This design comes from an exercise in tuning for small area and few clock cycles per item on the open sky130 flow, not from production work.
Where RTL was checked, it was by simulation tests only, not by an equivalence proof against the original.

// light_dimmer_ramp_controller
module light_dimmer_ramp_controller
(
    input  wire logic        i_clk,
    input  wire logic        i_rst_n,
    input  wire logic        in_valid,
    output logic             in_ready,
    input  wire logic        in_op,
    input  wire logic [1:0]  in_port,
    input  wire logic        in_payload_on,
    input  wire logic [15:0] in_level_value,
    input  wire logic        in_readback_ok,
    output logic             out_valid,
    input  wire logic        out_ready,
    output logic             out_write_valid,
    output logic      [15:0] out_write_level,
    output logic             out_ramp_running,
    input  wire logic        psel,
    input  wire logic        penable,
    input  wire logic        pwrite,
    input  wire logic [4:0]  paddr,
    input  wire logic [31:0] pwdata,
    output logic      [31:0] prdata,
    output logic             pready
);
For scale: roughly 120 I/O pins, roughly 0.016 mm2 of cells after synthesis.
==> flow/config.mk <==
export PLATFORM = sky130hd
export DESIGN_NAME = light_dimmer_ramp_controller
export DESIGN_NICKNAME = light_dimmer_ramp_controller
export VERILOG_FILES = /design/flow/design.v
export SDC_FILE = /design/flow/constraint.sdc
export NUM_CORES = 4
export LEC_CHECK = 0
export CAP_MARGIN = 20
export CORE_MARGIN = 2
export CORE_UTILIZATION = 40
export CTS_BUF_LIST = sky130_fd_sc_hd__clkbuf_8
export SLEW_MARGIN = 20
export SYNTH_HIERARCHICAL = 1
==> flow/constraint.sdc <==
create_clock -name core_clock -period 15.0 [get_ports {i_clk}]
set_input_delay 3.0000 -clock core_clock [delete_from_list [all_inputs] [get_ports {i_clk}]]
set_output_delay 3.0000 -clock core_clock [all_outputs]
set_load 0.01 [all_outputs]
run.sh (not shown) runs the stock make flow with config.mk's settings and CLKGATE_MAP_FILE= SYNTH_SCRIPT=/design/flow/synth_recipe.tcl, a recipe that flattens the netlist after the stock synthesis.
Testbench counts at the start, summed over its fixed seeds: cycles 25,664, items 25,600.
Change:
--- a/flow/design.v
+++ b/flow/design.v
@@ -1720,47 +1720,24 @@
     output wire        y
 );
     wire [16:0] g;
     assign g[0] = 1'b0;
     genvar i;
     generate
         for (i = 0; i < 16; i = i + 1) begin : g_bit
             assign g[i+1] = (a[i] & ~b[i]) | (a[i] & g[i]) | (~b[i] & g[i]);
         end
     endgenerate
     assign y = g[16];
 endmodule
-module ldr_gtr16 (
-    input  wire [15:0] a,
-    input  wire [15:0] b,
-    output wire        y
-);
-    wire [16:0] g;
-    assign g[0] = 1'b0;
-    genvar i;
-    generate
-        for (i = 0; i < 16; i = i + 1) begin : g_bit
-            ldr_gtbit u_bit (.a(a[i]), .b(b[i]), .c(g[i]), .y(g[i+1]));
-        end
-    endgenerate
-    assign y = g[16];
-endmodule
-module ldr_gtbit (
-    input  wire a,
-    input  wire b,
-    input  wire c,
-    output wire y
-);
-    assign y = (a & ~b) | (a & c) | (~b & c);
-endmodule
 module ldr_eq16 (
     input  wire [15:0] a,
     input  wire [15:0] b,
     output wire        y
 );
     assign y = &(a ~^ b);
 endmodule
 `default_nettype none
 module light_dimmer_ramp_controller
 (
     input  wire logic        i_clk,
     input  wire logic        i_rst_n,
@@ -1874,26 +1851,26 @@
     ldr_gt16 u_gt (.a(w_v),   .b(c_max), .y(w_gt));    
     ldr_gt16 u_lt (.a(c_min), .b(w_v),   .y(w_lt));    
     assign w_selmax = w_hi ? w_dir : w_gt;
     assign w_selmin = w_hi ? !w_dir : (!w_gt && w_lt);
     assign w_selv   = !w_hi && !w_gt && !w_lt;
     assign w_n = ({16{w_selmax}} & c_max) | ({16{w_selmin}} & c_min) | ({16{w_selv}} & w_v);
     assign w_tgt = w_dir ? c_max : c_min;
     ldr_eq16 u_lim (.a(w_n), .b(w_tgt), .y(w_lim));
     logic w_max_lt_min;
     logic w_lvl_lt_min;
     logic w_rem_ok_n;
     logic w_rem_ok_l;
-    ldr_gtr16 u_mm  (.a(c_min), .b(c_max), .y(w_max_lt_min));
-    ldr_gtr16 u_lvl (.a(c_min), .b(r_lvl), .y(w_lvl_lt_min));
+    ldr_gt16 u_mm  (.a(c_min), .b(c_max), .y(w_max_lt_min));
+    ldr_gt16 u_lvl (.a(c_min), .b(r_lvl), .y(w_lvl_lt_min));
     assign w_rem_ok_n = !(w_selmax && w_max_lt_min) && !c_onmax;
     assign w_rem_ok_l = !w_lvl_lt_min && !c_onmax;
     logic w_on;
     assign w_on = c_two ? (in_port == 2'd0) : in_payload_on;
     always_ff @(posedge i_clk) begin
         if (!i_rst_n) begin
             r_lvl       <= 16'd0;
             r_rem       <= 16'd0;
             r_busy      <= 1'b0;
             r_up        <= 1'b0;
             r_out_valid <= 1'b0;
             r_kind      <= K_NONE;
What happened:
- synthesized area rose by 0.79%
- via count grows by 0.96%
- cell area barely changes
- wire length is about the same
- global-route usage is about the same
- sequential cell count does not change
- non-clock buffer count is lower by 8
- clock skew fell by 0.0053 ns
- maximum frequency falls by 0.30%
- clock-buffer cell count stays the same
- sequential share of layout area hardly moves
- hold slack gets better by 0.0049 ns
The RTL of the second run of this note was laid out without a check of its function.


light_dimmer_ramp_controller, a different RTL version from the one above (not shown whole).
Size in the first run: ~1500 cells after synthesis, ~120 I/O pins, about 15000 µm² of cells after synthesis.
export LEC_CHECK = 0
export CAP_MARGIN = 0
export CORE_MARGIN = 2
export CORE_UTILIZATION = 60
export SLEW_MARGIN = 0
export SYNTH_HIERARCHICAL = 1
create_clock -name core_clock -period 15.0 [get_ports {i_clk}]
standard.sh (not shown) runs the stock make flow with config.mk's settings and CLKGATE_MAP_FILE= SYNTH_SCRIPT=/design/flow/synth_recipe.tcl, a recipe that flattens the netlist after the stock synthesis.
==> flow/flow/run.sh <==
#!/bin/bash
# The standard layout (the standard.sh: ORFS synthesis through finish), with
# two changes:
#  - the buffer that global placement puts on each input and output port is the
#    smallest buffer cell instead of the one buffer_ports picks itself;
#  - clock tree synthesis builds the tree from clkbuf_8 cells and adds no dummy
#    loads (the tree is small: about 120 flip-flops).
set -euo pipefail
export BUFFER_PORTS_ARGS="-buffer_cell sky130_fd_sc_hd__buf_1"
export CTS_ARGS="-sink_clustering_enable -repair_clock_nets -buf_list sky130_fd_sc_hd__clkbuf_8 -dont_use_dummy_load"
bash standard.sh > standard.log 2>&1
Testbench counts at the start, summed over its fixed seeds: cycles 25,664, items 25,600.
Rerun with:
--- a/flow/design.v
+++ b/flow/design.v
@@ -1570,27 +1570,26 @@
     assign y = a ^ b;
 endmodule
 module ldr_or2 (input wire a, input wire b, output wire y);
     assign y = a | b;
 endmodule
 module ldr_nor2 (input wire a, input wire b, output wire y);
     assign y = ~(a | b);
 endmodule
 module ldr_gtr16 (
     input  wire [15:0] a,
     input  wire [15:0] nb,
-    input  wire        ci,
     output wire        y
 );
     wire [16:0] g;
-    assign g[0] = ci;
+    assign g[0] = 1'b0;
     genvar i;
     generate
         for (i = 0; i < 16; i = i + 1) begin : g_bit
             ldr_gtbit u_bit (.a(a[i]), .nb(nb[i]), .c(g[i]), .y(g[i+1]));
         end
     endgenerate
     assign y = g[16];
 endmodule
 module ldr_gtbit (
     input  wire a,
     input  wire nb,
@@ -1710,54 +1709,52 @@
     logic        w_hi;
     logic [15:0] w_v;
     logic        w_gt;
     logic        w_lt;
     logic        w_selmax;
     logic        w_selmin;
     logic        w_selv;
     logic [15:0] w_n;
     logic        w_lim;
     logic        w_max_lt_min;
     logic [15:0] w_nmax;
-    logic [15:0] w_nmin;
     assign w_nmax = ~c_max;
-    assign w_nmin = ~c_min;
     assign w_dir     = in_op ? r_up : (in_port == 2'd1);
     assign w_base_in = !in_op && in_readback_ok;
     assign w_s       = {c_step[15:1], c_step[0] | (c_step == 16'd0)};
     ldr_mac u_mac (
         .b  (w_base),
         .g  (c_grow),
         .s  (w_s),
         .dn (!w_dir),
         .z  (w_z)
     );
     assign w_hi = w_z[17] | w_z[16];
     logic w_gt_min;
     ldr_gt16c u_gx (.a(w_v), .nb(w_nmax), .ci(!w_max_lt_min), .y(w_gt));   
-    ldr_gt16c u_lx (.a(w_v), .nb(w_nmin), .ci(1'b0), .y(w_gt_min));     
+    ldr_gt16c u_lx (.a(w_v), .nb(~c_min), .ci(1'b0), .y(w_gt_min));     
     assign w_lt = !w_gt_min;                                              
     assign w_selmax = w_hi ? w_dir : w_gt;
     assign w_selmin = w_hi ? !w_dir : (!w_gt && w_lt);
     assign w_selv   = !w_hi && !w_gt && !w_lt;
     logic w_eq_mm;
     ldr_eq16 u_emm (.a(c_max), .b(c_min), .y(w_eq_mm));
     assign w_lim = w_hi || (w_dir ? (w_gt || (w_lt && w_eq_mm))
                                   : (w_gt ? w_eq_mm : w_lt));
-    logic w_lvl_ge_min;
+    logic w_lvl_lt_min;
     logic w_rem_ok_n;
     logic w_rem_ok_l;
-    ldr_gtr16 u_mm  (.a(c_min), .nb(w_nmax), .ci(1'b0), .y(w_max_lt_min));
-    ldr_gtr16 u_lvl (.a(r_lvl), .nb(w_nmin), .ci(1'b1), .y(w_lvl_ge_min));
+    ldr_gtr16 u_mm  (.a(c_min), .nb(w_nmax), .y(w_max_lt_min));
+    ldr_gtr16 u_lvl (.a(c_min), .nb(~r_lvl), .y(w_lvl_lt_min));
     assign w_rem_ok_n = !(w_selmax && w_max_lt_min) && !c_onmax;
-    assign w_rem_ok_l = w_lvl_ge_min && !c_onmax;
+    assign w_rem_ok_l = !w_lvl_lt_min && !c_onmax;
     logic w_step;
     logic w_fin_l;      
     assign w_step  = (w_tick && r_busy) || (w_press && in_payload_on);
     assign w_fin_l = w_press && r_busy;
     logic w_l_n, w_l_in, w_l_hold;
     assign w_l_n    = i_rst_n && w_acc && w_step;
     assign w_l_in   = i_rst_n && w_acc && w_report && !r_busy;
     assign w_l_hold = i_rst_n && !(w_acc && (w_step || (w_report && !r_busy)));
     logic w_rin_nz;
     logic w_r_n, w_r_l, w_r_in, w_r_hold;
     assign w_rin_nz = |in_level_value;
After rerunning: The new run finished clean. Via count hardly moves. Routed wire length went down by 1.4%. Setup slack improves by 14 ps. Cell count went up by 0.78%. Global-route usage went down by 0.47 points. Area after synthesis is about the same. Register-to-register slack degrades by 40 ps.
Testbench counts after the change, summed over its fixed seeds: cycles 25,664, items 25,600.


== the reference run ==
light_dimmer_ramp_controller, a different RTL version from the one above (not shown whole).
Size: roughly 1,500 cells after synthesis, about 120 I/O pins, ~15,000 um^2 of cells after synthesis.
Settings: LEC_CHECK=0, CAP_MARGIN=20, CORE_MARGIN=2, CORE_UTILIZATION=40, SLEW_MARGIN=20, SYNTH_HIERARCHICAL=1; clock period 15.0 ns.
Scripts as last shown in full above: flow/flow/run.sh
Testbench counts of the reference run, summed over its fixed seeds: cycles 25,664, items 25,600.
## Diff of input files: the trial run against the reference run
--- a/flow/design.v
+++ b/flow/design.v
@@ -1612,22 +1612,38 @@
     output wire y
 );
     assign y = (a & ~b) | (a & c) | (~b & c);
 endmodule
 module ldr_eq16 (
     input  wire [15:0] a,
     input  wire [15:0] b,
     output wire        y
 );
     assign y = &(a ~^ b);
 endmodule
+module ldr_gt16c (
+    input  wire [15:0] a,
+    input  wire [15:0] b,
+    input  wire        ci,
+    output wire        y
+);
+    wire [16:0] g;
+    assign g[0] = ci;
+    genvar i;
+    generate
+        for (i = 0; i < 16; i = i + 1) begin : g_bit
+            assign g[i+1] = (a[i] & ~b[i]) | (a[i] & g[i]) | (~b[i] & g[i]);
+        end
+    endgenerate
+    assign y = g[16];
+endmodule
 `default_nettype none
 module light_dimmer_ramp_controller
 (
     input  wire logic        i_clk,
     input  wire logic        i_rst_n,
     input  wire logic        in_valid,
     output logic             in_ready,
     input  wire logic        in_op,
     input  wire logic [1:0]  in_port,
     input  wire logic        in_payload_on,
     input  wire logic [15:0] in_level_value,
@@ -1705,48 +1721,46 @@
     logic [15:0] w_base;
     logic [15:0] w_s;
     logic [17:0] w_z;
     logic        w_hi;
     logic [15:0] w_v;
     logic        w_gt;
     logic        w_lt;
     logic        w_selmax;
     logic        w_selmin;
     logic        w_selv;
     logic [15:0] w_n;
-    logic [15:0] w_tgt;
     logic        w_lim;
+    logic        w_max_lt_min;
     assign w_dir     = in_op ? r_up : (in_port == 2'd1);
     assign w_base_in = !in_op && in_readback_ok;
     assign w_s       = {c_step[15:1], c_step[0] | (c_step == 16'd0)};
     ldr_mac u_mac (
         .b  (w_base),
         .g  (c_grow),
         .s  (w_s),
         .dn (!w_dir),
         .z  (w_z)
     );
     assign w_hi = w_z[17] | w_z[16];
-    ldr_gt16 u_gt (.a(w_v),   .b(c_max), .y(w_gt));    
-    ldr_gt16 u_lt (.a(c_min), .b(w_v),   .y(w_lt));    
+    logic w_gt_min;
+    ldr_gt16c u_gx (.a(w_v), .b(c_max), .ci(!w_max_lt_min), .y(w_gt));   
+    ldr_gt16  u_lx (.a(w_v), .b(c_min), .y(w_gt_min));                   
+    assign w_lt = !w_gt_min;                                              
     assign w_selmax = w_hi ? w_dir : w_gt;
     assign w_selmin = w_hi ? !w_dir : (!w_gt && w_lt);
     assign w_selv   = !w_hi && !w_gt && !w_lt;
     logic w_eq_mm;
-    logic w_eq_vt;
     ldr_eq16 u_emm (.a(c_max), .b(c_min), .y(w_eq_mm));
-    ldr_eq16 u_evt (.a(w_v),   .b(w_tgt), .y(w_eq_vt));
-    assign w_lim = (w_selmax && (w_dir || w_eq_mm))
-                || (w_selmin && (!w_dir || w_eq_mm))
-                || (w_selv && w_eq_vt);
-    logic w_max_lt_min;
+    assign w_lim = w_hi || (w_dir ? (w_gt || (w_lt && w_eq_mm))
+                                  : (w_gt ? w_eq_mm : w_lt));
     logic w_lvl_lt_min;
     logic w_rem_ok_n;
     logic w_rem_ok_l;
     ldr_gtr16 u_mm  (.a(c_min), .b(c_max), .y(w_max_lt_min));
     ldr_gtr16 u_lvl (.a(c_min), .b(r_lvl), .y(w_lvl_lt_min));
     assign w_rem_ok_n = !(w_selmax && w_max_lt_min) && !c_onmax;
     assign w_rem_ok_l = !w_lvl_lt_min && !c_onmax;
     logic w_step;
     logic w_fin_l;      
     assign w_step  = (w_tick && r_busy) || (w_press && in_payload_on);
     assign w_fin_l = w_press && r_busy;
@@ -1802,23 +1816,22 @@
                 .o_rem   (w_o_rem),
                 .o_max   (w_o_max),
                 .o_off   (w_o_off),
                 .rd_off  (w_sel[3]),
                 .rd_min  (w_sel[4]),
                 .rd_max  (w_sel[5]),
                 .rd_step (w_sel[6]),
                 .rd_grow (w_sel[7]),
                 .base    (w_base[gi]),
                 .v       (w_v[gi]),
                 .n       (w_n[gi]),
-                .tgt     (w_tgt[gi]),
                 .lvl_d   (w_lvl_d[gi]),
                 .rem_d   (w_rem_d[gi]),
                 .out     (w_out[gi]),
                 .prd     (w_prd[gi])
             );
         end
     endgenerate
     always_ff @(posedge i_clk) begin
         r_lvl <= w_lvl_d;
         r_rem <= w_rem_d;
     end
@@ -1899,28 +1912,26 @@
     input  wire o_rem,
     input  wire o_max,
     input  wire o_off,
     input  wire rd_off,
     input  wire rd_min,
     input  wire rd_max,
     input  wire rd_step,
     input  wire rd_grow,
     output wire base,
     output wire v,
     output wire n,
-    output wire tgt,
     output wire lvl_d,
     output wire rem_d,
     output wire out,
     output wire prd
 );
     assign base  = base_in ? inl : lvl;
     assign v     = z ^ dn;
     assign n     = (selmax & cmax) | (selmin & cmin) | (selv & v);
-    assign tgt   = dn ? cmin : cmax;
     assign lvl_d = (l_n & n) | (l_in & inl) | (l_hold & lvl);
     assign rem_d = (r_n & n) | (r_l & lvl) | (r_in & inl) | (r_hold & rem);
     assign out   = (o_lvl & lvl) | (o_rem & rem) | (o_max & cmax) | (o_off & coff);
     assign prd   = (rd_off & coff) | (rd_min & cmin) | (rd_max & cmax) | (rd_step & cstep)
                  | (rd_grow & cgrow);
 endmodule
 `default_nettype wire
Notes after the runs:
Of the trial run and the reference run, it is the trial run that has the lower global-route wire length before repair.
Between the trial run and the reference run, the area added between synthesis and finish is higher for the trial run.
[the trial run] summed area of non-filler cells in the final layout fell about 2% relative to the reference run
Against the reference run, the trial run comes in 1.2% lower on area of the core.
Compared to the reference run, the trial run has hold slack 0.0035 ns lower.
Compared to the reference run, the trial run has horizontal die dimension 2.1 um lower.
Period utilization in the trial run vs the reference run: up 3.5 points
Re non-clock buffer count: the trial run is 1 up on the reference run.
Testbench counts of the trial run, summed over its fixed seeds: cycles 25,664, items 25,600.

re-timing with driven ports:
The flow's constraints put no driver on any port. The routed layouts listed below were extracted and timed again, unchanged, in two steps. Step 1 sets driving cells, clkbuf_16 on the clock port and buf_2 on the other inputs (assumed; they add their load-dependent delay and slew). Step 2 also shifts input and output timing later by t, the mid clock arrival at the registers, as if the neighbouring blocks saw the same clock. Slacks: no drivers / after step 1 / after step 2; pairs: no drivers / after step 1.
run | shift t [ns] | slack for setup (ns) | worst setup path at the end
the first run of note 1 | 0.499 | 1.190 / 1.214 / 0.715 | input to register
the second run of note 1 | 0.479 | 1.148 / 1.168 / 0.689 | input to register
the first run of note 2 | 0.488 | 1.947 / 1.969 / 1.480 | input to register
the second run of note 2 | 0.482 | 1.961 / 1.985 / 1.503 | input to register
the reference run | 0.488 | 2.067 / 2.082 / 1.594 | input to register
the trial run | 0.475 | 1.548 / 1.560 / 1.085 | input to register
After both steps every run listed still meets setup and hold. For the first run of note 1, which loses most, drivers alone change the setup slack by +0.024 ns; drivers and shift together by -0.475 ns.
